Context: an optimization exercise on an open-source flow, tuned for small area, a short achievable clock period and few clock cycles per item. The choices shown serve that exercise and are no tape-out recipe.
In this exercise RTL edits were held to simulation tests only and were not proved equivalent to the original.

==> flow/design.v (excerpt) <==
module fft_fp #(
  parameter int unsigned LOG2_NS = 4,
  parameter int unsigned NS      = 16,
  parameter int unsigned DATA_W  = 18,
  parameter int unsigned FRAC_W  = 12,
  parameter int unsigned TW_W    = 16
) (
  input  logic                     clk,
  input  logic                     rst_n,
  input  logic                     start,
  input  logic                     inverse,
  input  logic                     in_valid,
  output logic                     in_ready,
  input  logic signed [DATA_W-1:0] in_re,
  input  logic signed [DATA_W-1:0] in_im,
  output logic                     out_valid,
  input  logic                     out_ready,
  output logic signed [DATA_W-1:0] out_re,
  output logic signed [DATA_W-1:0] out_im,
  output logic                     out_last,
  output logic                     busy
);
Size in the first run: roughly 7200 cells after synthesis, ~730 flip-flops, roughly 63000 sq um of cells after synthesis.
Settings: LEC_CHECK=0, CAP_MARGIN=45, CORE_MARGIN=2, CORE_UTILIZATION=40, SLEW_MARGIN=45; clock period 20.0 ns.
run.sh (not shown) runs the stock make flow with config.mk's settings and CLKGATE_MAP_FILE= SYNTH_SCRIPT=/design/flow/synth_recipe.tcl, a recipe that flattens the netlist after the stock synthesis.
Testbench counts at the start, summed over its fixed seeds: cycles 2,560, transforms 64.
==> next run, changes <==
- CAP_MARGIN: 45 -> 50
- CORE_UTILIZATION: 40 -> 55
- SLEW_MARGIN: 45 -> 50
=> Count of clock-buffer cells in the layout rises by 5; maximum frequency drops by a few percent; critical path depth came out lower by 1; non-clock buffer count came out higher by 1; worst setup slack gets worse by 0.31 ns; cell area is lower slightly.


Setup of the reference run:
fft_fp again, from the RTL that the note above started with.
Settings: LEC_CHECK=0, CAP_MARGIN=20, CORE_MARGIN=2, CORE_UTILIZATION=40, SLEW_MARGIN=20; clock period 20.0 ns.
Testbench counts of the reference run, summed over its fixed seeds: cycles 2,560, transforms 64.
Changes in the trial run relative to the reference run:
# the reference run
export LEC_CHECK = 0
export CAP_MARGIN = 20
export CORE_MARGIN = 2
export CORE_UTILIZATION = 40
export SLEW_MARGIN = 20
create_clock -name core_clock -period 20.0 [get_ports {clk}]
# the trial run
export LEC_CHECK = 0
export CAP_MARGIN = 60
export CORE_MARGIN = 2
export CORE_UTILIZATION = 40
export SLEW_MARGIN = 60
create_clock -name core_clock -period 20.0 [get_ports {clk}]
--- outcome ---
Against the reference run, the trial run comes in 0.51% higher on post-DP HPWL.
Diff the reference run..the trial run | mux cell area share after synthesis | unchanged
The non-clock buffer count of the trial run exceeds that of the reference run by 9.1%.
As far as first-pass GRT wire length is concerned, the trial run and the reference run perform about the same.
Measured against each other, the reference run and the trial run differ in count of cell instances traversed by the critical path, the higher figure coming from the trial run.
The reference run and the trial run ended up with roughly the same global-route usage.
The trial run against the reference run: buffering stage count on the worst path with inverters included shows an increase of 3, number of antenna violations at the first check in global routing higher, fraction of area in multi-input gates closely matched the old numbers, clock period minus final worst setup slack decreased 0.32 ns.


fft_fp, a different RTL version from the one above (not shown whole).
For scale: about 7600 cells after synthesis, about 66000 sq um of cells after synthesis.
Settings: LEC_CHECK=0, CAP_MARGIN=80, CORE_MARGIN=2, CORE_UTILIZATION=65, SLEW_MARGIN=80; clock period 20.0 ns.
The baseline finished clean.
Testbench counts at the start, summed over its fixed seeds: cycles 2,560, transforms 64.
Rerun with:
- CAP_MARGIN: 80 -> 20
- CORE_UTILIZATION: 65 -> 40
- SLEW_MARGIN: 80 -> 20
After rerunning:
- The new run completed with no timing, DRC or antenna violations
- utilization goes down by 35 points
- global-route usage is lower by 19 points
- first-iteration DRC count went down by 20%


Another version of the RTL of fft_fp (not shown whole).
For scale: roughly 7500 cells after synthesis, ~900 flip-flops, roughly 82 I/O pins.
Design fft_fp, start of the top module:
module fft_fp #(
  parameter int unsigned LOG2_NS = 4,
  parameter int unsigned NS      = 16,
  parameter int unsigned DATA_W  = 18,
  parameter int unsigned FRAC_W  = 12,
  parameter int unsigned TW_W    = 16
) (
  input  logic                     clk,
  input  logic                     rst_n,
  input  logic                     start,
  input  logic                     inverse,
  input  logic                     in_valid,
  output logic                     in_ready,
  input  logic signed [DATA_W-1:0] in_re,
  input  logic signed [DATA_W-1:0] in_im,
  output logic                     out_valid,
  input  logic                     out_ready,
  output logic signed [DATA_W-1:0] out_re,
  output logic signed [DATA_W-1:0] out_im,
  output logic                     out_last,
  output logic                     busy
);
  if (NS != 16 || LOG2_NS != 4 || DATA_W != 18 || TW_W != 16) begin : g_chk
    $error("fft_fp: only the 16-point, 18-bit, 16-bit-twiddle configuration is supported");
  end
  logic        run_q, inv_q, ov_q, last_q;
  logic        inv_s0, inv_pe, inv_po, inv_tw, inv_ct;
  logic [3:0]  ph_q;      
  logic [4:0]  n_q;       
  logic [4:0]  t_q;       
  logic [1:0]  lp_q;      
  logic [4:0]  c_q;       
  logic [35:0] sr_q [16];
  logic [35:0] oq_q;
  logic [37:0] prod_q;
  logic        rdy_q, ldq_q;
  logic        f_s0w, f_st1, f_loop, f_s2e, f_s2o;
  logic        ev_prd, ev_w4, od_prd, od_w4;
  logic        tw_prd, tw_asel;
  logic [18:0] ua_r_q, ub_r_q, ua_i_q, ub_i_q;
  logic        cr_q, ci_q, v1_q, v2_q;
  logic [3:0]  tg1_q, tg2_q;
  logic [18:0] xr_q, xi_q;
  logic [17:0] yr_q, yi_q;
  logic        t_swp, t_c13, t_c2, t_sub, t_sxr, t_syr, t_sxi, t_syi;
  logic acc, ld_out;
  always_comb begin
    acc    = rdy_q && in_valid;
  ...
make LEC_CHECK=0 CAP_MARGIN=20 CORE_MARGIN=2 CORE_UTILIZATION=40 SLEW_MARGIN=20 finish   # period 20.0 ns
Testbench counts at the start, summed over its fixed seeds: cycles 2,624, transforms 64.
==> next run, changes <==
Settings changed: CAP_MARGIN 20 to 60, SLEW_MARGIN 20 to 60.
Result: Non-clock buffer count rises by 20. Worst hold slack hardly moves. Global-route usage barely changes. Area after synthesis does not change. Die area stays the same. Worst setup slack got worse by 92 ps.

==> separate check: timing with driven ports <==
The flow's constraints put no driver on any port. The routed layouts listed below were extracted and timed again, unchanged, in two steps. Step 1 assumes that a clkbuf_16 drives the clock port and a buf_2 every other input. Step 2 times the ports against the registers' clock, not the clock port: input delays grow and output delays shrink by t, the midpoint of the rising clock arrivals with the driver on. Slacks: no drivers / after step 1 / after step 2; pairs: no drivers / after step 1.
run	t (ns)	setup slack, ns	worst hold slack (ns)	cell pins on the clock port's net
the first run of note 1	0.801	12.650 / 12.650 / 12.650	0.444 / 0.444 / 0.444	1
the second run of note 1	0.790	12.344 / 12.344 / 12.344	0.419 / 0.419 / 0.419	1
the reference run	0.814	12.586 / 12.586 / 12.586	0.449 / 0.449 / 0.449	1
the trial run	0.807	12.909 / 12.909 / 12.909	0.455 / 0.455 / 0.455	1
the first run of note 3	0.761	12.669 / 12.669 / 12.669	0.383 / 0.383 / 0.383	1
the second run of note 3	0.807	12.564 / 12.564 / 12.564	0.401 / 0.401 / 0.401	1
the first run of note 4	0.835	13.240 / 13.240 / 13.171	0.347 / 0.347 / 0.347	1
the second run of note 4	0.838	13.148 / 13.148 / 13.148	0.348 / 0.348 / 0.348	1
After both steps setup and hold are still met in every run listed. For the first run of note 4, which loses most, drivers alone change the setup slack by 0.000 ns; drivers and shift together by -0.069 ns.
